What follows belongs to an exercise in optimizing a design on an open flow for small area and a short achievable clock period; a production flow would make more cautious choices.
The RTL was checked by simulation tests, not by an equivalence proof against the original design.
The clock input has no modelled driver; a real chip could not lean on it and would need a root buffer or a full tree.

==> 03-02 <==
==> flow/design.v (excerpt) <==
module dtsWorker (
	input wire logic clk,
	input wire logic reset,
	input wire logic anotherOne,
	output logic [39:0] natRuler,
	output logic done
);
export LEC_CHECK = 0
export CAP_MARGIN = 20
export CORE_MARGIN = 2
export CORE_UTILIZATION = 40
export PLACE_DENSITY = 0.6
export SLEW_MARGIN = 20
create_clock -name core_clock -period 24.0 [get_ports {clk}]
standard.sh (not shown) runs the stock make flow with config.mk's settings and CLKGATE_MAP_FILE= SYNTH_SCRIPT=/design/flow/synth_recipe.tcl, a recipe that flattens the netlist after the stock synthesis.
==> flow/flow/run.sh <==
#!/bin/bash
# The standard layout with two changes: the port buffers are buf_2
# instead of the flow's default pick (a slow delay buffer), and the clock
# tree uses clkbuf_8 in larger sink clusters without dummy loads. Every port
# still gets a buffer; the constraints and the clock period are the standard flow's.
set -euo pipefail
export BUFFER_PORTS_ARGS="-buffer_cell sky130_fd_sc_hd__buf_2"
export CTS_ARGS="-sink_clustering_enable -repair_clock_nets -sink_clustering_size 40 -sink_clustering_max_diameter 100 -buf_list sky130_fd_sc_hd__clkbuf_8 -dont_use_dummy_load"
bash standard.sh > standard_flow.log 2>&1
==> 06-23 (differences from 03-02) <==
==> flow/flow/run.sh (replaced) <==
#!/bin/bash
# The standard layout with these changes:
# - the port buffers are buf_2 instead of the flow's default pick (a slow
#   delay buffer); every port still gets a buffer;
# - the clock tree is built by hand in two short levels: the clock port feeds
#   four clkbuf_16, which feed twelve clkbuf_8, each at the centre of the
#   flip-flops it drives (manual_cts.tcl, sourced before the CTS step, which
#   then skips TritonCTS);
# - timing repair keeps a setup margin so that it also works on the few paths
#   that set the achieved period.
# The constraints and the clock period are the standard flow's.
set -euo pipefail
export BUFFER_PORTS_ARGS="-buffer_cell sky130_fd_sc_hd__buf_2"
export PRE_CTS_TCL="$(pwd)/flow/manual_cts.tcl"
export SETUP_SLACK_MARGIN=18.35
bash standard.sh > standard_flow.log 2>&1
==> flow/flow/manual_cts.tcl (new file) <==
# Clock distribution in two short levels, built by hand before the CTS step.
# The flip-flops are split by position into NLEAF balanced groups; each group
# gets a leaf clkbuf_8 at its centre. The leaves are split into NTOP balanced
# groups; each gets a clkbuf_16 at its centre, fed straight from the clock
# port (which so drives NTOP cell pins). TritonCTS is then not run for this
# design: clock_tree_synthesis becomes a no-op, and the rest of the CTS step
# (legalisation, timing repair) runs as usual.

set nleaf 12
set ntop 4

# balanced k-means: pts is a list of {x y}; returns {assignment centres}
proc balanced_kmeans {pts k} {
  set n [llength $pts]
  set order [lsort -integer -indices [lmap p $pts {expr {[lindex $p 0] + [lindex $p 1]}}]]
  set cent {}
  for {set i 0} {$i < $k} {incr i} {
    lappend cent [lindex $pts [lindex $order [expr {int(($i + 0.5) * $n / $k)}]]]
  }
  set cap [expr {($n + $k - 1) / $k}]
  for {set iter 0} {$iter < 30} {incr iter} {
    # nearest centre first, at most cap points per centre
    set pairs {}
    set i 0
    foreach p $pts {
      for {set c 0} {$c < $k} {incr c} {
        set q [lindex $cent $c]
        lappend pairs [list [expr {abs([lindex $p 0] - [lindex $q 0]) + abs([lindex $p 1] - [lindex $q 1])}] $i $c]
      }
      incr i
    }
    set asg [lrepeat $n -1]
    set fill [lrepeat $k 0]
    foreach pr [lsort -real -index 0 $pairs] {
      lassign $pr d i c
      if {[lindex $asg $i] < 0 && [lindex $fill $c] < $cap} {
        lset asg $i $c
        lset fill $c [expr {[lindex $fill $c] + 1}]
      }
    }
    set cent {}
    for {set c 0} {$c < $k} {incr c} {
      set sx 0; set sy 0; set cnt 0
      foreach p $pts a $asg {
        if {$a == $c} { set sx [expr {$sx + [lindex $p 0]}]; set sy [expr {$sy + [lindex $p 1]}]; incr cnt }
      }
      lappend cent [list [expr {$sx / max($cnt, 1)}] [expr {$sy / max($cnt, 1)}]]
    }
  }
  return [list $asg $cent]
}

proc place_clock_buffer {block master name x y inNet} {
  set inst [odb::dbInst_create $block $master $name]
  set net [odb::dbNet_create $block "${name}_net"]
  $net setSigType CLOCK
  [$inst findITerm A] connect $inNet
  [$inst findITerm X] connect $net
  $inst setLocation [expr {int($x)}] [expr {int($y)}]
  $inst setPlacementStatus PLACED
  return $net
}

set block [ord::get_db_block]
set db [ord::get_db]
set clkNet [$block findNet clk]
set leafMaster [$db findMaster sky130_fd_sc_hd__clkbuf_8]
set topMaster [$db findMaster sky130_fd_sc_hd__clkbuf_16]

set sinks [$clkNet getITerms]
set pts {}
foreach it $sinks {
  set b [[$it getInst] getBBox]
  lappend pts [list [expr {([$b xMin] + [$b xMax]) / 2}] [expr {([$b yMin] + [$b yMax]) / 2}]]
}
lassign [balanced_kmeans $pts $nleaf] leafAsg leafCent
lassign [balanced_kmeans $leafCent $ntop] topAsg topCent

foreach it $sinks { $it disconnect }
for {set t 0} {$t < $ntop} {incr t} {
  set c [lindex $topCent $t]
  set topNet [place_clock_buffer $block $topMaster "clkbuf_top_$t" [lindex $c 0] [lindex $c 1] $clkNet]
  for {set l 0} {$l < $nleaf} {incr l} {
    if {[lindex $topAsg $l] != $t} continue
    set c [lindex $leafCent $l]
    set leafNet [place_clock_buffer $block $leafMaster "clkbuf_leaf_$l" [lindex $c 0] [lindex $c 1] $topNet]
    set cnt 0
    foreach it $sinks a $leafAsg {
      if {$a == $l} { $it connect $leafNet; incr cnt }
    }
    puts "clock leaf $l under top $t drives $cnt flip-flops"
  }
}

proc clock_tree_synthesis {args} {
  puts "clock_tree_synthesis skipped: the clock buffers were placed by manual_cts.tcl"
}
ABC_AREA = 1   (was default)
==> results by group <==
Finish
  • Inverters: 179
  • Most frequent cells in the layout: 256 x nand2_1, 174 x inv_1, 123 x nand3_1, 114 x dfxtp_1, 95 x nor2_1
  • Layout net count: 1220

Floorplanning
  • Die Height: between 150 and 200 µm
  • Tapcell Cnt: 275

STA
  • Tcrit/Tclk final: 23.7%

Yosys
  • Top-count cell post-synth: nand2_1
  • Mean area per synthesized cell: around 7.5 µm²
  • Adder-Cell Fraction of Synth Area: a little under an eighth

Routing
  • Routed length on met2: 9170 µm

Global routing
  • Total track usage: 18.4%
  • Number of global-route vias before repair: 6638

Worst setup path
  • Critical-path maximum fanout: 5

Outcome
  • Status: finished clean

CTS
  • Clock Pin Slew Worst Setup and Hold Paths: 0.08 ns
(the above is from 06-23)
==> results by group <==
Floorplanning
  • Tapcell Cnt: 280
  • Die Height: 153 µm

STA
  • Tcrit/Tclk final: between 20% and 30%

Worst setup path
  • Critical-path maximum fanout: 8

Yosys
  • Adder-Cell Fraction of Synth Area: 10.9%
  • Top-count cell post-synth: dfxtp_1
  • Mean area per synthesized cell: roughly 9.2 µm²

Finish
  • Most frequent cells in the layout: 128 x dfxtp_1, 101 x nor2_1, 84 x inv_1, 77 x nand2_1, 56 x xnor2_1

Outcome
  • Status: finished clean

Routing
  • Routed length on met2: a little under 10000 µm

Global routing
  • Total track usage: 18.9%
(the above is from 03-02)
In 06-23 the design's own scripts or RTL, not TritonCTS, make the clock network.

port drivers added, routing unchanged:
In the flow no input, the clock included, has a driving cell. The finished layouts below were timed again as built, in two steps.
Step 1 assumes that a clkbuf_16 drives the clock port and a buf_2 every other input.
Step 2 moves the port delays by t, midway between the first and last clock arrival at a register: inputs arrive t later, outputs are due t later. That takes back most of the time a late clock gives input paths.
Slacks: ideal / step 1 / step 2; pairs: ideal / step 1.
| run | shift t [ns] | setup WS [ns] | pins driven straight from the clock port |
|---|---|---|---|
| 03-02 | 0.482 | 17.986 / 17.947 / 18.237 | 1 |
| 06-23 | 0.378 | 18.320 / 18.229 / 18.604 | 4 |
After both steps every run listed still meets setup and hold.
